This design comes from an exercise in tuning for a short achievable clock period and few clock cycles on the open sky130 flow, not from production work.
RTL that was checked went through simulation tests only; none was proved equivalent to the original.
The RTL of run 5 was laid out without a check of its function.
No activity file was given, so power comes from the tool's default toggle rates.

--- config.mk ---
export PLATFORM = sky130hd
export DESIGN_NAME = dcache
export DESIGN_NICKNAME = dcache
export VERILOG_FILES = /design/flow/design.v
export SDC_FILE = /design/flow/constraint.sdc
export NUM_CORES = 4
export LEC_CHECK = 0
export CAP_MARGIN = 20
export CELL_PAD_IN_SITES_DETAIL_PLACEMENT = 1
export CELL_PAD_IN_SITES_GLOBAL_PLACEMENT = 2
export CORE_MARGIN = 2
export CORE_UTILIZATION = 45
export PLACE_DENSITY = 0.6
export SLEW_MARGIN = 20
--- constraint.sdc ---
create_clock -name core_clock -period 10.0 [get_ports {clk_i}]
set_input_delay 2.0000 -clock core_clock [delete_from_list [all_inputs] [get_ports {clk_i}]]
set_output_delay 2.0000 -clock core_clock [all_outputs]
set_load 0.01 [all_outputs]
--- design.v ---
`timescale 1ns/1ps
`timescale 1ns/1ps
`timescale 1ns/1ps
`timescale 1ns/1ps
module dcache (
    input  logic         clk_i,
    input  logic         rst_i,
    input  logic         cpu_req_valid_i,
    input  logic         cpu_req_we_i,
    input  logic [3:0]   cpu_req_be_i,
    input  logic [31:0]  cpu_req_addr_i,
    input  logic [31:0]  cpu_req_wdata_i,
    output logic         cpu_rsp_ready_o,
    output logic [31:0]  cpu_rsp_rdata_o,
    output logic         mem_req_strobe_o,
    output logic         mem_req_we_o,
    output logic [31:0]  mem_req_addr_o,
    output logic [127:0] mem_req_wline_o,
    input  logic         mem_rsp_ready_i,
    input  logic [127:0] mem_rsp_rline_i
);
    localparam int N_SETS   = 16;
    localparam int TAG_BITS = 24;
    logic s_idle_q;    
    logic s_hit_q;     
    logic s_wb_q;      
    logic s_rd_q;      
    logic s_fill_q;    
    logic                req_we_q;
    logic [3:0]          req_be_q;
    logic [3:0]          req_idx_q;
    logic [1:0]          req_off_q;
    logic [TAG_BITS-1:0] req_tag_q;
    logic [31:0]         req_wdata_q;
    logic                hit_way_q;
    logic                vic_way_q;
    logic          rsp_ready_q;
    logic [31:0]   rdata0_q;   
    logic [31:0]   rdata1_q;   
    logic          strobe_q;
    logic          mem_we_q;
    logic [31:0]   mem_addr_q;
    logic [127:0]  mem_wline_q;
    logic [127:0]  fill_q;
    logic [TAG_BITS-1:0] tag_mem  [2][N_SETS];
    logic [127:0]        line_mem [2][N_SETS];
    logic [N_SETS-1:0]   valid_q  [2];
    logic [N_SETS-1:0]   dirty_q  [2];
    logic [N_SETS-1:0]   fifo_q;
    logic [TAG_BITS-1:0] vtag_q   [N_SETS];
    logic [N_SETS-1:0]   vdirty_q;
    logic [3:0]          idx;
    logic [1:0]          off;
    logic [TAG_BITS-1:0] tag;
    logic [1:0]          hit;
    logic [127:0]        line_at [2];
    logic [31:0]         word [2];
    logic                vic;
    logic [TAG_BITS-1:0] vic_tag;
    logic                vic_dirty;
    logic [127:0]        vic_line;
    logic                miss;
    assign idx = cpu_req_addr_i[7:4];
    assign off = cpu_req_addr_i[3:2];
    assign tag = cpu_req_addr_i[31:8];
    logic [N_SETS-1:0] set_sel;
    logic [N_SETS-1:0] tag_eq [2];
    always_comb begin
        for (int s = 0; s < N_SETS; s++) set_sel[s] = (idx == s[3:0]);
        for (int w = 0; w < 2; w++) begin
            for (int s = 0; s < N_SETS; s++) tag_eq[w][s] = (tag_mem[w][s] == tag);
            hit[w]     = |(set_sel & valid_q[w] & tag_eq[w]);
            line_at[w] = line_mem[w][idx];
            word[w]    = line_at[w][off*32 +: 32];
        end
    end
    assign miss      = !(hit[0] || hit[1]);
    assign vic       = fifo_q[idx];
    assign vic_tag   = vtag_q[idx];
    assign vic_dirty = vdirty_q[idx];
    assign vic_line  = vic ? line_at[1] : line_at[0];
    logic accept;
    assign accept = s_idle_q && cpu_req_valid_i;
    always_ff @(posedge clk_i) begin
        if (rst_i) begin
            s_idle_q    <= 1'b1;
            s_hit_q     <= 1'b0;
            s_wb_q      <= 1'b0;
            s_rd_q      <= 1'b0;
            s_fill_q    <= 1'b0;
            rsp_ready_q <= 1'b0;
            strobe_q    <= 1'b0;
        end else begin
            s_idle_q    <= (s_idle_q && !cpu_req_valid_i) || s_hit_q || s_fill_q;
            s_hit_q     <= accept && !miss;
            s_wb_q      <= (accept && miss && vic_dirty) || (s_wb_q && !mem_rsp_ready_i);
            s_rd_q      <= (accept && miss && !vic_dirty) || (s_wb_q && mem_rsp_ready_i) ||
                           (s_rd_q && !mem_rsp_ready_i);
            s_fill_q    <= s_rd_q && mem_rsp_ready_i;
            rsp_ready_q <= (accept && !miss) || (s_rd_q && mem_rsp_ready_i);
            strobe_q    <= (accept && miss) || (s_wb_q && mem_rsp_ready_i);
        end
    end
    always_ff @(posedge clk_i) begin
        if (s_idle_q) begin
            req_we_q    <= cpu_req_we_i;
            req_be_q    <= cpu_req_be_i;
            req_idx_q   <= idx;
            req_off_q   <= off;
            req_tag_q   <= tag;
            req_wdata_q <= cpu_req_wdata_i;
            hit_way_q   <= hit[1];
            vic_way_q   <= vic;
        end
        if (s_rd_q && mem_rsp_ready_i) fill_q <= mem_rsp_rline_i;
    end
    always_ff @(posedge clk_i) begin
        mem_we_q    <= s_idle_q && vic_dirty;
        mem_addr_q  <= s_idle_q ? {(vic_dirty ? vic_tag : tag), idx, 4'h0}
                                : {req_tag_q, req_idx_q, 4'h0};
        mem_wline_q <= vic_line;
        rdata0_q    <= s_idle_q ? (word[0] & {32{hit[0]}})
                                : mem_rsp_rline_i[req_off_q*32 +: 32];
        rdata1_q    <= word[1] & {32{s_idle_q && hit[1]}};
    end
    logic [127:0]        other_q;         
    logic [TAG_BITS-1:0] other_tag_q;     
    logic                other_dirty_q;   
    always_ff @(posedge clk_i) begin
        other_q <= vic ? line_at[0] : line_at[1];
        if (s_idle_q) begin
            other_tag_q   <= vic ? tag_mem[0][idx] : tag_mem[1][idx];
            other_dirty_q <= vic ? (valid_q[0][idx] && dirty_q[0][idx])
                                 : (valid_q[1][idx] && dirty_q[1][idx]);
        end
    end
    logic [127:0] base_line;
    logic [127:0] wr_line;
    assign base_line = s_fill_q ? fill_q :
                       (hit_way_q == vic_way_q) ? mem_wline_q : other_q;
    always_comb begin
        wr_line = base_line;
        if (req_we_q) begin
            for (int b = 0; b < 4; b++) begin
                if (req_be_q[b]) wr_line[req_off_q*32 + b*8 +: 8] = req_wdata_q[b*8 +: 8];
            end
        end
    end
    for (genvar w = 0; w < 2; w++) begin : g_way
        for (genvar s = 0; s < N_SETS; s++) begin : g_set
            logic sel_fill;
            logic sel_hit;
            assign sel_fill = s_fill_q && (vic_way_q == w[0]) && (req_idx_q == s[3:0]);
            assign sel_hit  = s_hit_q && req_we_q && (hit_way_q == w[0]) && (req_idx_q == s[3:0]);
            always_ff @(posedge clk_i) begin
                if (sel_fill) tag_mem[w][s] <= req_tag_q;
                if (sel_fill || sel_hit) line_mem[w][s] <= wr_line;
            end
            always_ff @(posedge clk_i) begin
                if (rst_i) begin
                    valid_q[w][s] <= 1'b0;
                end else if (sel_fill) begin
                    valid_q[w][s] <= 1'b1;
                end
            end
            always_ff @(posedge clk_i) begin
                if (sel_fill || sel_hit) dirty_q[w][s] <= req_we_q;
            end
        end
    end
    always_ff @(posedge clk_i) begin
        if (rst_i) begin
            fifo_q <= '0;
        end else if (s_fill_q) begin
            fifo_q[req_idx_q] <= !fifo_q[req_idx_q];
        end
    end
    for (genvar s = 0; s < N_SETS; s++) begin : g_vic
        always_ff @(posedge clk_i) begin
            if (s_fill_q && (req_idx_q == s[3:0])) vtag_q[s] <= other_tag_q;
        end
        always_ff @(posedge clk_i) begin
            if (rst_i) begin
                vdirty_q[s] <= 1'b0;
            end else if (req_idx_q == s[3:0]) begin
                if (s_fill_q) begin
                    vdirty_q[s] <= other_dirty_q;
                end else if (s_hit_q && req_we_q && (hit_way_q == vic_way_q)) begin
                    vdirty_q[s] <= 1'b1;
                end
            end
        end
    end
    assign cpu_rsp_ready_o  = rsp_ready_q;
    assign cpu_rsp_rdata_o  = rdata0_q | rdata1_q;
    assign mem_req_strobe_o = strobe_q;
    assign mem_req_we_o     = mem_we_q;
    assign mem_req_addr_o   = mem_addr_q;
    assign mem_req_wline_o  = mem_wline_q;
endmodule
--- flow/run.sh ---
#!/bin/bash
set -euo pipefail
bash standard.sh SETUP_SLACK_MARGIN=6.5 ABC_CLOCK_PERIOD_IN_PS=2000 MATCH_CELL_FOOTPRINT=0 finish > make_finish.log 2>&1
--- standard.sh ---
#!/bin/bash
# synth_recipe.tcl (not shown) runs the flow's synth.tcl, then flattens the netlist and writes it again
# the make line also repeats each setting of config.mk as NAME=value (left out here)
make -C /OpenROAD-flow-scripts/flow DESIGN_CONFIG=/design/flow/config.mk WORK_HOME=/design/flow/orfs CLKGATE_MAP_FILE= SYNTH_SCRIPT=/design/flow/synth_recipe.tcl "${@:-finish}"
==> results of run 1 <==
state kept, by name (all words and copies together) (netlist names), 128 cells and up:
signal / count
vtag_q: 384
tag_mem: 768
other_q: 128
mem_wline_q: 128
fill_q: 128
line_mem: 4096
final timing paths:
| kind | to | depth (start not counted) |
|---|---|---|
| worst min register to register | fifo_q[9] | 2 |
| worst min-delay path | fifo_q[9] | 2 |
| worst max register to register | line_mem[15][67] | 7 |
| worst max-delay path | cpu_rsp_rdata_o[27] | 2 |
final cells by class:
cell class	count	share of cell area, %
flip-flops and latches	5922	59.8
multi-input cells	6559	19.4
repair buffers	2138	10.8
clock buffers	850	5.99
well taps	6681	2.87
clock inverters	326	0.984
diodes	103	0.0886
inverters	26	0.0430
repair inverters	4	0.0279
cell usage after synthesis (all sizes together) (178+ instances only):
cell type  instances  area share, %
nand4            318           0.88
nor2             515           0.85
nor3             181           0.41
a21oi            214           0.47
a22oi           1203            4.0
dfxtp            420            3.7
clkbuf           178           0.30
edfxtp          5502             73
nand2            378           0.63
xnor2            770            3.0
o21ai            262           0.58
a22o             792            3.1
buf              724            2.0
mux2i            250            1.1
nand3            393           0.87
a221oi           590            2.3
repair_timing:
item	in CTS	in global routing
pin swaps	310	463
hold buffers	0	0
resized for setup	3050	1093
endpoints found under the setup margin	7788	3832
setup buffers	645	299
cloned	301	69
power groups by stage:
stage / clock network [mW] / logic (mW) / registers [mW]
finish: 23.6 / 6.37 / 28.9
detailed placement: 0 / 4.55 / 29.4
global route: 24.4 / 6.37 / 28.9
floorplan: 0 / 2.27 / 29.2
CTS: 23.5 / 5.57 / 28.9
global placement: 0 / 4.40 / 29.4
critical path, stage by stage (launching register included):
cell     delay (ns)
dfxtp_1        0.30
or2_4          0.35
buf_6          0.17
routing by layer:
| metal | track usage (%) | share of wire [%] | vias to the layer above |
|---|---|---|---|
| met2 | 66.2 | 42 | 13971 |
| met1 | 60.9 | 36 | 87045 |
| met3 | 15.3 | 14 | 2971 |
| li1 | - | - | 58695 |
| met4 | 27.6 | 7.6 | 64 |
| met5 | 0.754 | 0.083 | - |
kinds of logic after synthesis:
logic type                 count (synthesis)  synth area share [%]
and+or+nand+nor                         2106                  4.68
other                                      1               0.00166
DFF                                     5922                  76.7
buffers and inverters                    928                  2.35
xor gates and xnor gates                 772                  2.99
muxes                                    345                  2.03
adders and majority gates                 10                0.0552
AOI/OAI and AO/OA                       3316                  11.2
stage by stage:
stage	utilization (%)	hold slack, ns	area [um2]
final	58.1	0.477	291000
after global routing	58.0	0.506	291000
after CTS	56.1	0.477	281000
after detailed placement	47.9	0.470	240000
after global placement	47.9	0.458	240000
after floorplan	-	0.439	231000
==> flow_metrics.py, run 1 <==
metrics = {
    "timing": {
        "rsz0062_at_grt": "yes",
        "fin_skew_ns": 0.0523,
        "worst_pin_slew_ns": 1.33,
        "slew_headroom_pct": 11.1,
        "period_share_pct": 39.9,
        "finalWorstSetupSlack_ns": 6.01,
        "max_freq_mhz": 251,
        "setup_viol": 0,
        "hold_viol_final": 0,
        "slew_viol_final": 0,
        "tns_ns": 0,
        "min_period_ns": 3.99,
    },
    "global_route": {
        "grt_pass1_wl_um": 1540000,
        "grt_max_degree": 101,
        "antenna_found_initial": 134,
        "grt_use_total_pct": 46.1,
        "grt_overflow": 0,
        "grt_pass1_vias": 149443,
    },
    "power": {
        "combPwrFrac_pct": 10.8,
        "peakVddDrop_uv": 185,
        "clock_power_share_pct": 40.1,
        "p_seq_share_pct": 49.1,
        "finalPower_mw": 58.9,
        "intPower_mw": 43.7,
        "p_switching_mw": 15.2,
        "p_sw_share_pct": 25.8,
        "p_leak_nw": 96.1,
        "p_per_area_nw_per_um2": 202,
    },
    "die": {
        "design.core.area_um2": 501000,
        "io_pins": 396,
        "core.rowCount": 260,
        "fp.dieH_um": 713,
        "start_util_pct": 45.2,
        "die_x_um": 713,
        "die_area_um2": 509000,
    },
    "final_layout": {
        "final_cells": 22609,
        "layout_commonest_cell": "edfxtp_1",
        "multi_input_area_um2": 56400,
        "syn_to_final_growth_pct": 28.5,
        "final_cell_mix": "5502 x edfxtp_1, 1079 x a22oi_1, 908 x clkbuf_16",
        "final_nets": 15506,
        "nFillCells": 43769,
        "drive_above_1_share_pct": 29.5,
        "ff_latch_area_um2": 174000,
    },
    "placement": {
        "dp_hpwl_um": 568000,
        "placedCellCount": 20016,
        "port_buffers": 389,
        "dp_slack_ns": 2.83,
        "gp_congestion": 0.974,
    },
    "detailed_routing": {
        "drt_wl_total_um": 1230000,
        "drc": 0,
        "routedWlPerCell_um": 54.5,
        "avgViaCountPerCell": 7.20,
        "firstDrtPassIters": 8,
        "postRouteAntennaNets": 0,
        "vias": 162746,
        "drtIter0Drc": 31236,
    },
    "synthesis": {
        "yosysWarnings": 9,
        "synthCells": 13400,
        "yosys_register_bits": 5922,
        "synth_top_flop_cell": "edfxtp_1",
        "ys_types": 67,
        "syn_area_per_cell_um2": 16.9,
        "async_flop_share_pct": 0,
        "syn-cell-area_um2": 226000,
        "synth_edf_count": 5502,
        "synth-seq-area-share_pct": 76.7,
    },
    "worst_setup_path": {
        "arrival_ns": 1.99,
        "critPathCaptureType": "output pin",
        "reg2reg_slack_ns": 6.41,
        "crit_path_start_kind": "flip-flop",
        "startpoint": "rdata1_q[27]",
        "worstPathRequired_ns": 8.00,
        "reg2reg_from": "req_idx_q[0]",
        "path_max_fanout": 1,
        "critPathKind": "reg2out",
    },
    "clock_tree": {
        "clockBufferDepth": 4,
        "htree_num_levels": 6,
        "path_clk_slew_ns": 0.06,
        "cts_made_buffers": 644,
        "cts-root-buf": "clkbuf_16",
        "cts_sinks": 5922,
        "clkLatencyLatePin_ns": 1.16,
        "cts_tree": "built",
    },
    "min_path": {
        "holdCritStartpoint": "fifo_q[9]",
        "hold_class": "reg2reg",
    },
    "outcome": {
        "status": "finished clean",
    },
    "job": {
        "drv_cap": 0,
    },
}
Testbench counts, summed over its fixed seeds: cycles 48,257.
==> inputs of run 2 (changes only) <==
--- a/design.v
+++ b/design.v
@@ -71,7 +71,14 @@
             for (int s = 0; s < N_SETS; s++) tag_eq[w][s] = (tag_mem[w][s] == tag);
             hit[w]     = |(set_sel & valid_q[w] & tag_eq[w]);
             line_at[w] = line_mem[w][idx];
-            word[w]    = line_at[w][off*32 +: 32];
+        end
+    end
+    logic [31:0] set_word [2][N_SETS];
+    always_comb begin
+        for (int w = 0; w < 2; w++) begin
+            for (int s = 0; s < N_SETS; s++) set_word[w][s] = line_mem[w][s][off*32 +: 32];
+            word[w] = '0;
+            for (int s = 0; s < N_SETS; s++) word[w] = word[w] | (set_word[w][s] & {32{set_sel[s]}});
         end
     end
     assign miss      = !(hit[0] || hit[1]);
==> flow/run.sh (replaced) <==
#!/bin/bash
set -euo pipefail
bash standard.sh SETUP_SLACK_MARGIN=6.5 TNS_END_PERCENT=10 ABC_CLOCK_PERIOD_IN_PS=2000 MATCH_CELL_FOOTPRINT=0 finish > make_finish.log 2>&1
--- a/config.mk
+++ b/config.mk
@@ -9,6 +9,6 @@
 export CELL_PAD_IN_SITES_DETAIL_PLACEMENT = 1
 export CELL_PAD_IN_SITES_GLOBAL_PLACEMENT = 2
 export CORE_MARGIN = 2
-export CORE_UTILIZATION = 45
-export PLACE_DENSITY = 0.6
+export CORE_UTILIZATION = 40
+export PLACE_DENSITY = 0.55
 export SLEW_MARGIN = 20
==> run 2 against run 1 <==
Via count increased by 9.2%; clock power increased by 6%; power increased by 2.6%; register-to-register slack got worse by 0.46 ns; clock-buffer cell count increased by 80; die area increased by 25%; utilization decreased by 9.5 points; synthesized cell count increased by 15%; global-route usage decreased by 7.3 points; largest cell class unchanged; first-iteration DRC count decreased by 9.2%.
==> flow_metrics.py, run 2 <==
metrics = {
    "power": {
        "combPwrFrac_pct": 10.8,
        "p_per_area_nw_per_um2": 198,
        "intPower_mw": 44.8,
        "p_seq_share_pct": 47.8,
        "p_switching_mw": 15.7,
        "p_sw_share_pct": 25.9,
        "clock_power_share_pct": 41.4,
        "p_leak_nw": 99.0,
        "peakVddDrop_uv": 237,
    },
    "synthesis": {
        "syn_area_per_cell_um2": 16.5,
        "yosysMostFrequentCell": "edfxtp_1",
        "synthCells": 15345,
        "synth-seq-area-share_pct": 68.7,
        "ys_top_cells_by_area": "edfxtp_1 65%, mux4_2 9.6%, a22oi_1 5.1%",
        "synth_top_area_share_pct": 65.4,
        "synth_top_flop_cell": "edfxtp_1",
        "synth_common_cells": "5502 x edfxtp_1, 1701 x a22oi_1, 1075 x mux4_2",
        "ys_types": 55,
        "yosys_register_bits": 5922,
        "async_flop_share_pct": 0,
        "synth_top_area_cell": "edfxtp_1",
        "synth_edf_count": 5502,
        "yosysWarnings": 10,
        "syn-cell-area_um2": 253000,
    },
    "clock_tree": {
        "path_clk_slew_ns": 0.06,
        "cts_made_buffers": 670,
        "cts_sinks": 5922,
        "htree_num_levels": 6,
        "cts-root-buf": "clkbuf_16",
        "clockBufferDepth": 4,
        "clkLatencyLatePin_ns": 1.21,
        "cts_tree": "built",
    },
    "final_layout": {
        "final_cells": 25271,
        "fin_util_pct": 48.6,
        "largest_reg_flops": 4096,
        "nFillCells": 58071,
        "drive_above_1_share_pct": 23.6,
        "top_register": "line_mem",
        "reg_top3": "line_mem x4096, tag_mem x768, vtag_q x384",
        "final_cell_mix": "5502 x edfxtp_1, 1678 x a22oi_1, 1075 x mux4_2",
        "syn_to_final_growth_pct": 20.9,
        "final_nets": 16512,
        "layout_commonest_cell": "edfxtp_1",
    },
    "global_route": {
        "antenna_found_initial": 128,
        "grt_pass1_vias": 175797,
        "grt_max_degree": 102,
        "grt_overflow": 0,
        "grt_pass1_wl_um": 1680000,
        "grt_use_total_pct": 38.8,
    },
    "min_path": {
        "worstHoldPathCells": 2,
        "holdCritStartpoint": "fifo_q[9]",
        "hold_class": "reg2reg",
        "holdPathEnd": "fifo_q[9]",
    },
    "worst_setup_path": {
        "slowest_stage": "dfxtp_2",
        "critPathCaptureType": "output pin",
        "crit_path_start_kind": "flip-flop",
        "path_max_fanout": 2,
        "crit_family": "flip-flops",
        "worstRegToRegCells": 6,
        "slowest_delay_ns": 0.54,
        "reg2reg_slack_ns": 5.95,
        "worstPathRequired_ns": 8.00,
        "crit_chain": "dlymetal6s2s_1",
        "critPathBufInv": 1,
        "rr_endpoint": "line_mem[9][82]",
        "reg2reg_from": "req_we_q",
        "arrival_ns": 2.10,
        "critPathKind": "reg2out",
    },
    "detailed_routing": {
        "routedWlPerCell_um": 50.4,
        "drt_wl_total_um": 1270000,
        "drtIter0Drc": 28377,
        "vias": 177789,
        "avgViaCountPerCell": 7.04,
        "firstDrtPassIters": 8,
        "drc": 0,
        "postRouteAntennaNets": 0,
    },
    "timing": {
        "slew_viol_final": 0,
        "max_freq_mhz": 244,
        "setup_viol": 0,
        "slew_headroom_pct": 13.6,
        "period_share_pct": 41.0,
        "rsz0062_at_grt": "yes",
        "worst_pin_slew_ns": 1.30,
        "tns_ns": 0,
        "fin_skew_ns": 0.0662,
        "min_period_ns": 4.10,
        "hold_viol_final": 0,
        "finalWorstSetupSlack_ns": 5.90,
    },
    "die": {
        "core.rowCount": 291,
        "start_util_pct": 40.2,
        "die_x_um": 799,
        "fp.dieH_um": 799,
        "design.core.area_um2": 629000,
        "die_area_um2": 638000,
        "io_pins": 396,
    },
    "placement": {
        "placedCellCount": 23397,
        "dp_hpwl_um": 678000,
        "port_buffers": 389,
        "dp_slack_ns": 2.99,
        "gp_congestion": 0.915,
    },
    "outcome": {
        "status": "finished clean",
    },
    "job": {
        "drv_cap": 0,
    },
}
run 2: worst max-delay path by stage:
stage / endpoint / start / slack (ns) / depth (start not counted)
2_1_floorplan: dirty_q[0][0] / req_we_q / 5.60 / 5
3_3_place_gp: rdata0_q[6] / cpu_req_addr_i[5] / 3.03 / 11
3_5_place_dp: rdata0_q[6] / cpu_req_addr_i[5] / 2.99 / 11
4_1_cts: cpu_rsp_rdata_o[12] / rdata0_q[12] / 5.88 / 2
5_1_grt: cpu_rsp_rdata_o[12] / rdata0_q[12] / 5.93 / 2
6_report: mem_req_wline_o[7] / mem_wline_q[7] / 5.90 / 1
run 2: area by class of cell:
type                            instances  area (um2)  share of cell area (%)
Multi-Input combinational cell       8141       78200                    25.6
Inverter                               56         233                  0.0762
Clock inverter                        308        2910                   0.953
Tap cell                             8350       10400                    3.42
Antenna cell                           54         135                  0.0442
Timing Repair Buffer                 1510       20900                    6.83
Sequential cell                      5922      174000                    56.9
Clock buffer                          930       18800                    6.17
run 2: power groups by stage:
stage	logic [mW]	clock network (mW)	registers (mW)
floorplan	2.69	0	29.2
global placement	5.70	0	29.4
detailed placement	5.76	0	29.4
CTS	6.41	25.2	28.9
global route	6.71	26.0	28.9
finish	6.55	25.0	28.9
run 2: what timing repair did:
item | CTS | global route
setup endpoints to repair | 8089 | 7308
gates cloned | 221 | 9
hold buffers | 0 | 0
buffers inserted | 335 | 17
gates resized for setup | 1943 | 85
pin swaps | 342 | 11
run 2: cells by family (layout without fill, tap and decap cells):
| kind of cell | Yosys count | count (layout) | synth area share (%) |
|---|---|---|---|
| DFF | 5922 | 5922 | 68.7 |
| xor gates and xnor gates | 772 | 772 | 2.68 |
| and+or+nand+nor | 2133 | 2135 | 4.10 |
| adders and majority gates | 10 | 10 | 0.0495 |
| buffers and inverters | 1289 | 2804 | 2.31 |
| muxes | 1243 | 1244 | 10.2 |
| other | 1 | 58 | 0.00148 |
| AOI/OAI and AO/OA | 3975 | 3976 | 11.9 |
run 2: worst register-to-register path, cell delays in order, from the launching register on:
cell and delay (ns):
edfxtp_1 0.69, buf_6 0.50, nand3b_1 0.20, buf_4 0.32
o22ai_4 0.20, buf_12 0.67, buf_4 0.97
run 2: routing by layer:
| metal | wire length (um) | vias to the layer above | global-route usage [%] |
|---|---|---|---|
| met2 | 562000 | 12563 | 58.4 |
| li1 | - | 66369 | - |
| met5 | 301 | - | 0 |
| met3 | 138000 | 2283 | 9.27 |
| met1 | 503000 | 96528 | 53.6 |
| met4 | 70900 | 46 | 17.9 |
run 2: per-stage QoR:
| stage | power (mW) | hold WS [ns] | cell area [um2] |
|---|---|---|---|
| 6_report | 60.4 | 0.483 | 305000 |
| 5_1_grt | 61.6 | 0.515 | 305000 |
| 4_1_cts | 60.4 | 0.485 | 305000 |
| 3_5_place_dp | 35.1 | 0.474 | 267000 |
| 3_3_place_gp | 35.1 | 0.467 | 267000 |
| 2_1_floorplan | 31.9 | 0.439 | 253000 |
Testbench counts of run 2, summed over its fixed seeds: cycles 48,257.
==> inputs of run 3 (changes only) <==
--- a/design.v
+++ b/design.v
@@ -29,6 +29,8 @@
     logic                req_we_q;
     logic [3:0]          req_be_q;
     logic [3:0]          req_idx_q;
+    logic [N_SETS-1:0]   req_sel_q;        
+    logic [N_SETS-1:0]   fill_sel_q [2];   
     logic [1:0]          req_off_q;
     logic [TAG_BITS-1:0] req_tag_q;
     logic [31:0]         req_wdata_q;
@@ -113,6 +115,9 @@
             req_we_q    <= cpu_req_we_i;
             req_be_q    <= cpu_req_be_i;
             req_idx_q   <= idx;
+            req_sel_q   <= set_sel;
+            fill_sel_q[0] <= set_sel & {N_SETS{!vic}};
+            fill_sel_q[1] <= set_sel & {N_SETS{vic}};
             req_off_q   <= off;
             req_tag_q   <= tag;
             req_wdata_q <= cpu_req_wdata_i;
@@ -157,8 +162,8 @@
         for (genvar s = 0; s < N_SETS; s++) begin : g_set
             logic sel_fill;
             logic sel_hit;
-            assign sel_fill = s_fill_q && (vic_way_q == w[0]) && (req_idx_q == s[3:0]);
-            assign sel_hit  = s_hit_q && req_we_q && (hit_way_q == w[0]) && (req_idx_q == s[3:0]);
+            assign sel_fill = s_fill_q && fill_sel_q[w][s];
+            assign sel_hit  = s_hit_q && req_we_q && (hit_way_q == w[0]) && req_sel_q[s];
             always_ff @(posedge clk_i) begin
                 if (sel_fill) tag_mem[w][s] <= req_tag_q;
                 if (sel_fill || sel_hit) line_mem[w][s] <= wr_line;
@@ -179,17 +184,17 @@
         if (rst_i) begin
             fifo_q <= '0;
         end else if (s_fill_q) begin
-            fifo_q[req_idx_q] <= !fifo_q[req_idx_q];
+            fifo_q <= fifo_q ^ req_sel_q;
         end
     end
     for (genvar s = 0; s < N_SETS; s++) begin : g_vic
         always_ff @(posedge clk_i) begin
-            if (s_fill_q && (req_idx_q == s[3:0])) vtag_q[s] <= other_tag_q;
+            if (s_fill_q && req_sel_q[s]) vtag_q[s] <= other_tag_q;
         end
         always_ff @(posedge clk_i) begin
             if (rst_i) begin
                 vdirty_q[s] <= 1'b0;
-            end else if (req_idx_q == s[3:0]) begin
+            end else if (req_sel_q[s]) begin
                 if (s_fill_q) begin
                     vdirty_q[s] <= other_dirty_q;
                 end else if (s_hit_q && req_we_q && (hit_way_q == vic_way_q)) begin
==> flow/run.sh (replaced) <==
#!/bin/bash
set -euo pipefail
bash standard.sh SETUP_SLACK_MARGIN=6.5 ABC_CLOCK_PERIOD_IN_PS=2000 MATCH_CELL_FOOTPRINT=0 finish > make_finish.log 2>&1
--- a/config.mk
+++ b/config.mk
@@ -5,10 +5,10 @@
 export SDC_FILE = /design/flow/constraint.sdc
 export NUM_CORES = 4
 export LEC_CHECK = 0
-export CAP_MARGIN = 20
+export CAP_MARGIN = 30
 export CELL_PAD_IN_SITES_DETAIL_PLACEMENT = 1
 export CELL_PAD_IN_SITES_GLOBAL_PLACEMENT = 2
 export CORE_MARGIN = 2
 export CORE_UTILIZATION = 40
 export PLACE_DENSITY = 0.55
-export SLEW_MARGIN = 20
+export SLEW_MARGIN = 40
==> run 3 against run 2 <==
Critical endpoint is now cpu_rsp_rdata_o[15]; via count up 2.1%; die area rose by 0.28%; clock-buffer cell count is 19 lower; fmax rose by 0.31%; sequential share of layout area shrank 0.69 points.
==> flow_metrics.py, run 3 <==
metrics = {
    "timing": {
        "slew_viol_final": 0,
        "tns_ns": 0,
        "period_share_pct": 40.9,
        "hold_viol_final": 0,
        "worst_pin_slew_ns": 0.955,
        "setup_viol": 0,
        "rsz0062_at_grt": "yes",
        "min_period_ns": 4.09,
        "hold_ws_ns": 0.479,
        "slew_headroom_pct": 36.3,
        "max_freq_mhz": 245,
        "fin_skew_ns": 0.0450,
    },
    "power": {
        "peakVddDrop_uv": 215,
        "intPower_mw": 46.0,
        "clock_power_share_pct": 40.6,
        "p_sw_share_pct": 26.5,
        "p_per_area_nw_per_um2": 200,
        "combPwrFrac_pct": 12.1,
        "p_switching_mw": 16.6,
        "p_seq_share_pct": 47.3,
        "p_leak_nw": 100,
    },
    "synthesis": {
        "yosysMostFrequentCell": "edfxtp_1",
        "synth_top_flop_cell": "edfxtp_1",
        "synth_top_area_cell": "edfxtp_1",
        "yosysWarnings": 11,
        "ys_top_cells_by_area": "edfxtp_1 66%, mux4_2 9.5%, a22oi_1 5.2%",
        "synth-seq-area-share_pct": 69.1,
        "synthCells": 15316,
        "async_flop_share_pct": 0,
        "syn-cell-area_um2": 253000,
        "syn_area_per_cell_um2": 16.5,
        "synth_edf_count": 5550,
        "synth_common_cells": "5550 x edfxtp_1, 1760 x a22oi_1, 1070 x mux4_2",
        "yosys_register_bits": 5970,
        "ys_types": 50,
        "synth_top_area_share_pct": 65.8,
    },
    "clock_tree": {
        "clockBufferDepth": 4,
        "cts_tree": "built",
        "cts_sinks": 5970,
        "clkLatencyLatePin_ns": 1.18,
        "path_clk_slew_ns": 0.06,
        "holdBufCountCts": 0,
        "cts_made_buffers": 672,
        "cts-root-buf": "clkbuf_16",
        "htree_num_levels": 6,
    },
    "final_layout": {
        "top_register": "line_mem",
        "ff_latch_area_um2": 176000,
        "multi_input_area_um2": 80400,
        "syn_to_final_growth_pct": 23.2,
        "largest_reg_flops": 4096,
        "final_cell_mix": "5550 x edfxtp_1, 1703 x a22oi_1, 1070 x mux4_2",
        "drive_above_1_share_pct": 28.6,
        "layout_commonest_cell": "edfxtp_1",
        "final_nets": 16690,
        "reg_top3": "line_mem x4096, tag_mem x768, vtag_q x384",
        "nFillCells": 58017,
    },
    "global_route": {
        "antenna_found_initial": 111,
        "grt_overflow": 0,
        "grt_pass1_vias": 175783,
        "grt_use_total_pct": 38.9,
        "grt_max_degree": 118,
        "grt_pass1_wl_um": 1680000,
    },
    "min_path": {
        "worstHoldPathCells": 1,
        "hold_class": "reg2reg",
    },
    "die": {
        "io_pins": 396,
        "die_area_um2": 640000,
        "start_util_pct": 40.1,
        "design.core.area_um2": 632000,
        "core.rowCount": 292,
        "fp.dieH_um": 800,
        "die_x_um": 800,
    },
    "outcome": {
        "status": "finished clean",
    },
    "detailed_routing": {
        "postRouteAntennaNets": 0,
        "drtIter0Drc": 30100,
        "drt_wl_total_um": 1330000,
        "vias": 181569,
        "routedWlPerCell_um": 52.3,
        "avgViaCountPerCell": 7.13,
        "firstDrtPassIters": 8,
        "drc": 0,
    },
    "worst_setup_path": {
        "critPathCaptureType": "output pin",
        "arrival_ns": 2.09,
        "path_max_fanout": 1,
        "worstPathRequired_ns": 8.00,
        "critPathKind": "reg2out",
        "worstRegToRegCells": 6,
        "crit_path_start_kind": "flip-flop",
    },
    "placement": {
        "gp_congestion": 0.910,
        "dp_hpwl_um": 699000,
        "port_buffers": 389,
    },
    "job": {
        "drv_cap": 0,
    },
}
[run 3: power groups by stage]
stage | combinational [mW] | clock, mW | sequential [mW]
5_1_grt | 7.69 | 26.4 | 29.6
3_3_place_gp | 6.25 | 0 | 30.0
3_5_place_dp | 6.38 | 0 | 30.0
2_1_floorplan | 3.03 | 0 | 29.8
6_report | 7.56 | 25.4 | 29.6
4_1_cts | 7.04 | 25.5 | 29.6
[run 3: kinds of logic (layout without fill, tap and decap cells)]
kind of cell / Yosys count / in the layout / synth area share, %
AO/OA/AOI/OAI: 3850 / 3865 / 11.6
AND/OR/NAND/NOR: 2261 / 2265 / 4.30
XOR/XNOR: 785 / 785 / 2.71
flip-flops: 5970 / 5970 / 69.1
other: 1 / 44 / 0.00148
multiplexers: 1212 / 1212 / 10.1
buffers and inverters: 1232 / 2950 / 2.17
adder cells (fa/ha/maj): 5 / 5 / 0.0247
[run 3: area by class of cell]
type                    count  area share, %
clock inverters           335           1.05
multi-input cells        8136           25.7
repair inverters           33          0.115
repair buffers           1648           7.32
clock buffers             911           6.02
flip-flops and latches   5970           56.2
inverters                  23          0.161
diodes                     40         0.0321
well taps                8379           3.36
[run 3: stage by stage]
stage          util, %  cell area [um2]  total power [mW]  setup WS, ns  std cells
3_5_place_dp      42.6           269000              36.4          3.03      23415
2_1_floorplan        -           257000              32.9          5.68      15319
5_1_grt           49.4           312000              63.7          5.91      25446
3_3_place_gp      42.4           268000              36.3          2.90      23386
4_1_cts           48.1           304000              62.2          5.87      25118
6_report          49.4           312000              62.6          5.91      25475
[run 3: final timing paths]
check / from / endpoint / slack, ns
hold reg to reg: req_idx_q[0] / mem_addr_q[4] / 0.48
setup / recovery: rdata0_q[15] / cpu_rsp_rdata_o[15] / 5.91
setup reg to reg: s_fill_q / line_mem[26][112] / 6.42
hold / removal: req_idx_q[0] / mem_addr_q[4] / 0.48
[run 3: timing repair]
action	CTS	global route
buffers inserted	264	214
pin swaps	208	430
cloned	193	97
endpoints found under the setup margin	7169	2206
resized for setup	2412	832
[run 3: critical path, cell delays in order, from the launching register on]
cell and delay, ns:
dfxtp_2 0.35, or2_4 0.35, buf_6 0.18
[run 3: per-layer routing]
metal	track usage [%]	routed length [um]
met1	52.7	509000
met2	58.8	590000
met3	8.74	150000
met4	20.0	83400
met5	0.247	544
Testbench counts of run 3, summed over its fixed seeds: cycles 48,257.
==> inputs of run 4 (changes only) <==
--- a/design.v
+++ b/design.v
@@ -73,14 +73,7 @@
             for (int s = 0; s < N_SETS; s++) tag_eq[w][s] = (tag_mem[w][s] == tag);
             hit[w]     = |(set_sel & valid_q[w] & tag_eq[w]);
             line_at[w] = line_mem[w][idx];
-        end
-    end
-    logic [31:0] set_word [2][N_SETS];
-    always_comb begin
-        for (int w = 0; w < 2; w++) begin
-            for (int s = 0; s < N_SETS; s++) set_word[w][s] = line_mem[w][s][off*32 +: 32];
-            word[w] = '0;
-            for (int s = 0; s < N_SETS; s++) word[w] = word[w] | (set_word[w][s] & {32{set_sel[s]}});
+            word[w]    = line_at[w][off*32 +: 32];
         end
     end
     assign miss      = !(hit[0] || hit[1]);
--- a/config.mk
+++ b/config.mk
@@ -9,6 +9,6 @@
 export CELL_PAD_IN_SITES_DETAIL_PLACEMENT = 1
 export CELL_PAD_IN_SITES_GLOBAL_PLACEMENT = 2
 export CORE_MARGIN = 2
-export CORE_UTILIZATION = 40
-export PLACE_DENSITY = 0.55
+export CORE_UTILIZATION = 45
+export PLACE_DENSITY = 0.6
 export SLEW_MARGIN = 40
==> run 4 against run 3 <==
Still clean; utilization is 7.1 points higher; final cell count decreased by 13%; worst hold slack worse by 0.0011 ns; register-to-register slack lost 0.04 ns; clock skew increased by 0.023 ns; flip-flop and latch count did not move; power is 5.3% lower; wire length fell by 14%.
==> flow_metrics.py, run 4 <==
metrics = {
    "outcome": {
        "status": "finished clean",
    },
    "final_layout": {
        "final_cell_mix": "5550 x edfxtp_1, 1675 x a22oi_1, 818 x clkbuf_16",
        "fin_util_pct": 56.6,
        "largest_reg_flops": 4096,
        "drive_above_1_share_pct": 25.6,
        "multi_input_area_um2": 53900,
        "reg_top3": "line_mem x4096, tag_mem x768, vtag_q x384",
        "layout_commonest_cell": "edfxtp_1",
        "syn_to_final_growth_pct": 25.3,
        "ff_latch_area_um2": 176000,
        "final_cells": 22146,
        "top_register": "line_mem",
        "nFillCells": 44254,
        "final_nets": 15099,
        "finalInstanceArea_um2": 283000,
    },
    "synthesis": {
        "syn_area_per_cell_um2": 16.9,
        "ys_top_cells_by_area": "edfxtp_1 74%, a22oi_1 6.0%, dfxtp_1 3.7%",
        "yosysWarnings": 10,
        "yosys_register_bits": 5970,
        "async_flop_share_pct": 0,
        "synth_top_area_share_pct": 73.7,
        "synth_top_flop_cell": "edfxtp_1",
        "synth_edf_count": 5550,
        "ys_types": 57,
        "synth_common_cells": "5550 x edfxtp_1, 1817 x a22oi_1, 782 x xnor2_1",
        "synth-seq-area-share_pct": 77.4,
        "yosysMostFrequentCell": "edfxtp_1",
        "synth_top_area_cell": "edfxtp_1",
        "synthCells": 13347,
        "syn-cell-area_um2": 226000,
    },
    "die": {
        "fp.dieH_um": 713,
        "design.core.area_um2": 501000,
        "core.rowCount": 260,
        "die_x_um": 713,
        "io_pins": 396,
        "die_area_um2": 508000,
        "start_util_pct": 45.1,
    },
    "clock_tree": {
        "clockBufferDepth": 4,
        "clkLatencyLatePin_ns": 1.14,
        "cts-root-buf": "clkbuf_16",
        "cts_tree": "built",
        "htree_num_levels": 6,
        "cts_sinks": 5970,
        "path_clk_slew_ns": 0.06,
        "holdBufCountCts": 0,
        "cts_made_buffers": 639,
    },
    "timing": {
        "rsz0062_at_grt": "yes",
        "setup_viol": 0,
        "finalWorstSetupSlack_ns": 6.02,
        "worst_pin_slew_ns": 1.05,
        "max_freq_mhz": 251,
        "slew_viol_final": 0,
        "tns_ns": 0,
        "hold_viol_final": 0,
        "fin_skew_ns": 0.0679,
        "period_share_pct": 39.8,
        "slew_headroom_pct": 30.3,
        "min_period_ns": 3.98,
        "hold_ws_ns": 0.478,
    },
    "global_route": {
        "antenna_found_initial": 79,
        "grt_max_degree": 153,
        "grt_pass1_vias": 145950,
        "grt_pass1_wl_um": 1440000,
        "grt_overflow": 0,
        "grt_use_total_pct": 42.6,
    },
    "placement": {
        "placedCellCount": 19990,
        "dp_slack_ns": 3.07,
        "dpl_cell_area_um2": 241000,
        "gp_congestion": 0.956,
        "port_buffers": 389,
        "dp_hpwl_um": 541000,
    },
    "power": {
        "p_leak_nw": 92.9,
        "finalPower_mw": 59.3,
        "p_per_area_nw_per_um2": 209,
        "peakVddDrop_uv": 199,
    },
    "detailed_routing": {
        "postRouteAntennaNets": 0,
        "drt_wl_total_um": 1140000,
        "routedWlPerCell_um": 51.6,
        "vias": 155782,
        "drtIter0Drc": 28406,
        "drc": 0,
        "avgViaCountPerCell": 7.03,
        "firstDrtPassIters": 8,
    },
    "worst_setup_path": {
        "critPathKind": "in2reg",
        "arrival_ns": 5.04,
        "worstPathRequired_ns": 11.06,
        "critPathCaptureType": "flip-flop",
        "crit_path_start_kind": "primary input",
        "reg2reg_slack_ns": 6.38,
        "path_max_fanout": 34,
    },
    "min_path": {
        "hold_class": "reg2reg",
    },
    "job": {
        "drv_cap": 0,
    },
}
## run 4: changes by cell type after synthesis, sizes merged, moves of 131 or more
cell	delta
a22o	-279
nand4	-140
mux4	-977
nor3	+131
clkbuf	-333
a221oi	-286
mux2i	+178
nor2	-203
## run 4: cells by family after synthesis
kind of cell,synth area share (%)
mux,2.35
flops,77.4
other cells,0.00166
fa+ha+maj,0.0277
compound gates,10.8
xor+xnor,3.03
simple gates,4.38
buf+inv,2.03
## run 4: worst max-delay path, stage by stage
cell	delay, ns
buf_2	0.11
buf_6	0.22
xnor2_1	0.66
nand4_1	0.16
nor4_1	0.57
a22oi_1	0.15
nand4_1	0.18
buf_12	0.15
o21ai_4	0.07
buf_12	0.20
buf_12	0.17
buf_16	0.18
nor2_1	0.12
## run 4: repair_timing
item | CTS | global route
pin swaps | 249 | 389
setup buffers | 422 | 231
endpoints found under the setup margin | 4566 | 2464
gates resized for setup | 2397 | 759
gates cloned | 211 | 74
## run 4: report_power, final
| group | switching [mW] | internal [mW] | total (mW) |
|---|---|---|---|
| clock | 10.3 | 13.4 | 23.6 |
| sequential | 0.465 | 29.1 | 29.5 |
| combinational | 4.31 | 1.79 | 6.10 |
| total | 15.0 | 44.2 | 59.3 |
## run 4: area by class of cell
class | count | area share, %
clock inverter | 309 | 1.04
tap | 6681 | 2.95
timing repair inverter | 45 | 0.259
multi-input combinational | 6500 | 19.0
inverter | 26 | 0.195
sequential | 5970 | 61.9
timing repair buffer | 1711 | 8.44
clock buffer | 856 | 6.13
antenna | 48 | 0.0424
## run 4: worst paths after layout
check / end / depth (start not counted) / start
setup / recovery: rdata1_q[21] / 13 / cpu_req_addr_i[21]
hold / removal: mem_addr_q[6] / 1 / req_idx_q[2]
hold reg to reg: mem_addr_q[6] / 1 / req_idx_q[2]
setup reg to reg: line_mem[9][65] / 5 / s_fill_q
## run 4: metal layers
layer / up-vias / track usage (%) / wire (um)
met4: 28 / 22.0 / 71900
met5: - / 0.226 / 332
met2: 12409 / 62.8 / 497000
li1: 57549 / - / -
met1: 83417 / 58.5 / 426000
met3: 2379 / 11.1 / 147000
Testbench counts of run 4, summed over its fixed seeds: cycles 48,257.
==> inputs of run 5 (changes only) <==
--- a/design.v
+++ b/design.v
@@ -29,8 +29,6 @@
     logic                req_we_q;
     logic [3:0]          req_be_q;
     logic [3:0]          req_idx_q;
-    logic [N_SETS-1:0]   req_sel_q;        
-    logic [N_SETS-1:0]   fill_sel_q [2];   
     logic [1:0]          req_off_q;
     logic [TAG_BITS-1:0] req_tag_q;
     logic [31:0]         req_wdata_q;
@@ -49,8 +47,6 @@
     logic [N_SETS-1:0]   valid_q  [2];
     logic [N_SETS-1:0]   dirty_q  [2];
     logic [N_SETS-1:0]   fifo_q;
-    logic [TAG_BITS-1:0] vtag_q   [N_SETS];
-    logic [N_SETS-1:0]   vdirty_q;
     logic [3:0]          idx;
     logic [1:0]          off;
     logic [TAG_BITS-1:0] tag;
@@ -78,8 +74,8 @@
     end
     assign miss      = !(hit[0] || hit[1]);
     assign vic       = fifo_q[idx];
-    assign vic_tag   = vtag_q[idx];
-    assign vic_dirty = vdirty_q[idx];
+    assign vic_tag   = tag_mem[vic][idx];
+    assign vic_dirty = valid_q[vic][idx] && dirty_q[vic][idx];
     assign vic_line  = vic ? line_at[1] : line_at[0];
     logic accept;
     assign accept = s_idle_q && cpu_req_valid_i;
@@ -108,9 +104,6 @@
             req_we_q    <= cpu_req_we_i;
             req_be_q    <= cpu_req_be_i;
             req_idx_q   <= idx;
-            req_sel_q   <= set_sel;
-            fill_sel_q[0] <= set_sel & {N_SETS{!vic}};
-            fill_sel_q[1] <= set_sel & {N_SETS{vic}};
             req_off_q   <= off;
             req_tag_q   <= tag;
             req_wdata_q <= cpu_req_wdata_i;
@@ -128,16 +121,9 @@
                                 : mem_rsp_rline_i[req_off_q*32 +: 32];
         rdata1_q    <= word[1] & {32{s_idle_q && hit[1]}};
     end
-    logic [127:0]        other_q;         
-    logic [TAG_BITS-1:0] other_tag_q;     
-    logic                other_dirty_q;   
+    logic [127:0] other_q;    
     always_ff @(posedge clk_i) begin
         other_q <= vic ? line_at[0] : line_at[1];
-        if (s_idle_q) begin
-            other_tag_q   <= vic ? tag_mem[0][idx] : tag_mem[1][idx];
-            other_dirty_q <= vic ? (valid_q[0][idx] && dirty_q[0][idx])
-                                 : (valid_q[1][idx] && dirty_q[1][idx]);
-        end
     end
     logic [127:0] base_line;
     logic [127:0] wr_line;
@@ -155,8 +141,8 @@
         for (genvar s = 0; s < N_SETS; s++) begin : g_set
             logic sel_fill;
             logic sel_hit;
-            assign sel_fill = s_fill_q && fill_sel_q[w][s];
-            assign sel_hit  = s_hit_q && req_we_q && (hit_way_q == w[0]) && req_sel_q[s];
+            assign sel_fill = s_fill_q && (vic_way_q == w[0]) && (req_idx_q == s[3:0]);
+            assign sel_hit  = s_hit_q && req_we_q && (hit_way_q == w[0]) && (req_idx_q == s[3:0]);
             always_ff @(posedge clk_i) begin
                 if (sel_fill) tag_mem[w][s] <= req_tag_q;
                 if (sel_fill || sel_hit) line_mem[w][s] <= wr_line;
@@ -177,23 +163,7 @@
         if (rst_i) begin
             fifo_q <= '0;
         end else if (s_fill_q) begin
-            fifo_q <= fifo_q ^ req_sel_q;
-        end
-    end
-    for (genvar s = 0; s < N_SETS; s++) begin : g_vic
-        always_ff @(posedge clk_i) begin
-            if (s_fill_q && req_sel_q[s]) vtag_q[s] <= other_tag_q;
-        end
-        always_ff @(posedge clk_i) begin
-            if (rst_i) begin
-                vdirty_q[s] <= 1'b0;
-            end else if (req_sel_q[s]) begin
-                if (s_fill_q) begin
-                    vdirty_q[s] <= other_dirty_q;
-                end else if (s_hit_q && req_we_q && (hit_way_q == vic_way_q)) begin
-                    vdirty_q[s] <= 1'b1;
-                end
-            end
+            fifo_q[req_idx_q] <= !fifo_q[req_idx_q];
         end
     end
     assign cpu_rsp_ready_o  = rsp_ready_q;
==> flow/run.sh (replaced) <==
#!/bin/bash
set -euo pipefail
bash standard.sh SETUP_SLACK_MARGIN=6.5 ABC_CLOCK_PERIOD_IN_PS=2000 finish > make_finish.log 2>&1
--- a/config.mk
+++ b/config.mk
@@ -5,10 +5,10 @@
 export SDC_FILE = /design/flow/constraint.sdc
 export NUM_CORES = 4
 export LEC_CHECK = 0
-export CAP_MARGIN = 30
+export CAP_MARGIN = 20
 export CELL_PAD_IN_SITES_DETAIL_PLACEMENT = 1
 export CELL_PAD_IN_SITES_GLOBAL_PLACEMENT = 2
 export CORE_MARGIN = 2
 export CORE_UTILIZATION = 45
 export PLACE_DENSITY = 0.6
-export SLEW_MARGIN = 40
+export SLEW_MARGIN = 20
==> run 5 against run 4 <==
The layout now fails its checks (slew limit); non-clock buffer count up 153; first-iteration DRC count increased by 9.4%; clock skew is 0.0087 ns lower; cell area shrank 5.4%; sequential share of layout area is 1.7 points lower; synthesized area fell by 7.2%; via count down 1.5%; worst setup slack lost 0.59 ns; global-route usage increased by 4.6 points; critical endpoint is now mem_addr_q[19].
==> flow_metrics.py, run 5 <==
metrics = {
    "outcome": {
        "status": "failed layout checks",
        "so_faults": "slew limit",
    },
    "power": {
        "finalPower_mw": 54.5,
        "peakVddDrop_uv": 190,
        "p_per_area_nw_per_um2": 203,
        "p_switching_mw": 13.9,
        "p_leak_nw": 89.6,
        "intPower_mw": 40.6,
        "p_sw_share_pct": 25.5,
        "clock_power_share_pct": 40.7,
        "p_seq_share_pct": 48.9,
        "combPwrFrac_pct": 10.4,
    },
    "clock_tree": {
        "htree_num_levels": 6,
        "cts_tree": "built",
        "cts_made_buffers": 595,
        "clkLatencyLatePin_ns": 1.14,
        "path_clk_slew_ns": 0.06,
        "holdBufCountCts": 0,
        "cts-root-buf": "clkbuf_16",
        "clockBufferDepth": 4,
        "cts_sinks": 5497,
    },
    "die": {
        "die_area_um2": 472000,
        "design.core.area_um2": 464000,
        "die_x_um": 687,
        "start_util_pct": 45.2,
        "fp.dieH_um": 687,
        "io_pins": 396,
        "core.rowCount": 250,
    },
    "worst_setup_path": {
        "slowest_delay_ns": 1.16,
        "critPathMostFrequentCell": "buf_12",
        "crit_family": "simple AND/OR/NAND/NOR gates",
        "arrival_ns": 5.53,
        "slowest_stage": "a222oi_1",
        "crit_chain": "buf_12 > buf_12 > and4b_4 > and2_4 > buf_12 > buf_4 > a222oi_1 > and3_1 > nand4_1 > nor4_4 > o2bb2ai_1",
        "crit_path_start_kind": "primary input",
        "worstPathRequired_ns": 10.96,
        "path_max_fanout": 11,
        "critPathKind": "in2reg",
        "critPathCaptureType": "flip-flop",
        "critPathBufInv": 4,
    },
    "timing": {
        "slew_headroom_pct": -1.86,
        "tns_ns": 0,
        "finalWorstSetupSlack_ns": 5.43,
        "period_share_pct": 45.7,
        "setup_viol": 0,
        "rsz0062_at_grt": "yes",
        "slew_viol_final": 1,
        "worst_pin_slew_ns": 1.53,
        "hold_ws_ns": 0.513,
        "fin_skew_ns": 0.0591,
        "min_period_ns": 4.57,
        "max_freq_mhz": 219,
        "hold_viol_final": 0,
    },
    "placement": {
        "port_buffers": 389,
        "gp_congestion": 1.11,
        "dp_hpwl_um": 596000,
        "dp_slack_ns": 2.75,
    },
    "global_route": {
        "busiest_layer": "met2",
        "grt_util_met2_pct": 65.2,
        "grt_pass1_vias": 138944,
        "met1_usage_pct": 62.5,
        "grt_overflow": 0,
        "grt_max_degree": 98,
        "antenna_found_initial": 174,
        "grt_use_total_pct": 47.2,
        "use_met3_pct": 20.4,
        "grt_pass1_wl_um": 1450000,
    },
    "final_layout": {
        "drive_above_1_share_pct": 27.0,
        "reg_top3": "line_mem x4096, tag_mem x768",
        "syn_to_final_growth_pct": 27.7,
        "layout_commonest_cell": "edfxtp_1",
        "final_nets": 14481,
        "largest_reg_flops": 4096,
        "final_cell_mix": "5093 x edfxtp_1, 1227 x a22oi_1, 676 x clkbuf_16",
        "top_register": "line_mem",
    },
    "synthesis": {
        "synth_top_area_share_pct": 72.9,
        "synth_top_flop_cell": "edfxtp_1",
        "yosysMostFrequentCell": "edfxtp_1",
        "synthCells": 12642,
        "synth_edf_count": 5093,
        "syn-cell-area_um2": 210000,
        "ys_top_cells_by_area": "edfxtp_1 73%, a22oi_1 4.6%, dfxtp_1 3.9%",
        "ys_types": 78,
        "synth-seq-area-share_pct": 76.7,
        "yosys_register_bits": 5497,
        "yosysWarnings": 8,
        "async_flop_share_pct": 0,
        "syn_area_per_cell_um2": 16.6,
        "synth_top_area_cell": "edfxtp_1",
        "synth_common_cells": "5093 x edfxtp_1, 1290 x a22oi_1, 655 x xor2_1",
    },
    "detailed_routing": {
        "drc": 0,
        "drtIter0Drc": 31065,
        "postRouteAntennaNets": 0,
        "avgViaCountPerCell": 7.28,
        "routedWlPerCell_um": 55.6,
        "firstDrtPassIters": 6,
        "vias": 153379,
        "drt_wl_total_um": 1170000,
    },
    "job": {
        "drv_cap": 0,
    },
    "min_path": {
        "hold_class": "reg2reg",
    },
}
## run 5: metal layers
metal,up-vias,part of all wire [%]
met5,-,0.11
met4,92,6.9
met3,2959,16
met2,14145,41
met1,81324,36
li1,54859,-
## run 5: worst paths after layout
check              endpoint  slack, ns  cells after the start              start
min reg2reg          s_rd_q       0.51                      2             s_rd_q
max          mem_addr_q[19]       5.43                     11  cpu_req_addr_i[7]
max reg2reg  mem_addr_q[30]       5.56                      7         fifo_q[12]
min                  s_rd_q       0.51                      2             s_rd_q
## run 5: cell type report
class	count	area, um2
Sequential cell	5497	161000
Clock inverter	306	2840
Antenna cell	125	313
Clock buffer	779	16200
Fill cell	40817	196000
Tap cell	6174	7720
Multi-Input combinational cell	6291	52100
Inverter	21	111
Timing Repair Buffer	1864	27200
## run 5: power groups by stage
stage	logic [mW]	clock network (mW)	registers, mW
2_1_floorplan	1.91	0	27.0
3_3_place_gp	4.02	0	27.1
5_1_grt	5.65	22.9	26.6
3_5_place_dp	4.16	0	27.1
4_1_cts	4.98	22.1	26.6
6_report	5.66	22.2	26.7
## run 5: tightest hold or removal path, stage by stage (launching register included)
cell,delay (ns)
dfxtp_1,0.32
nand2b_1,0.07
a31oi_1,0.07
## run 5: cells by family after synthesis
family / after synthesis / share of synthesized area [%]
buffers and inverters: 861 / 1.80
muxes: 368 / 2.39
other: 1 / 0.00179
DFF: 5497 / 76.7
xor gates and xnor gates: 767 / 3.20
and+or+nand+nor: 2019 / 4.66
adders and majority gates: 10 / 0.0596
AOI/OAI and AO/OA: 3119 / 11.2
## run 5: timing repair
item	in CTS	in global routing
setup buffers	499	258
pin swaps	387	353
gates resized for setup	3317	802
endpoints found under the setup margin	7012	2317
cloned	185	78
## run 5: metrics by stage
stage	cells	utilization, %	area, um2
final	21057	57.8	268000
after global placement	18824	48.0	223000
after detailed placement	18827	48.0	223000
after CTS	20596	56.1	260000
after floorplan	12645	-	211000
after global routing	20967	57.7	268000

==> afterwards: timing with drivers on the ports <==
How much do the figures lean on ideal ports? The routed layouts below were timed once more, with nothing changed but the port constraints.
Step 1, drivers: a clkbuf_16 drives clk_i and a buf_2 each remaining input, both assumed.
Step 2 also shifts input and output timing later by t, the mid clock arrival at the registers, as if the neighbouring blocks saw the same clock.
Slacks: no drivers / after step 1 / after step 2; pairs: no drivers / after step 1.
| run | t (ns) | setup slack, ns | hold WS [ns] | worst setup path after step 2 |
|---|---|---|---|---|
| run 1 | 1.275 | 6.009 / 5.864 / 4.750 | 0.477 / 0.477 / 0.477 | input to register |
| run 2 | 1.298 | 5.900 / 5.643 / 4.345 | 0.483 / 0.483 / 0.483 | input to register |
| run 3 | 1.298 | 5.912 / 5.773 / 4.659 | 0.479 / 0.479 / 0.479 | input to register |
| run 4 | 1.248 | 6.020 / 5.886 / 4.886 | 0.478 / 0.478 / 0.478 | input to register |
| run 5 | 1.245 | 5.432 / 5.134 / 3.888 | 0.513 / 0.513 / 0.513 | input to register |
The setup slack of run 2, which loses most, moves by -0.257 ns with the drivers and by -1.555 ns with both steps.
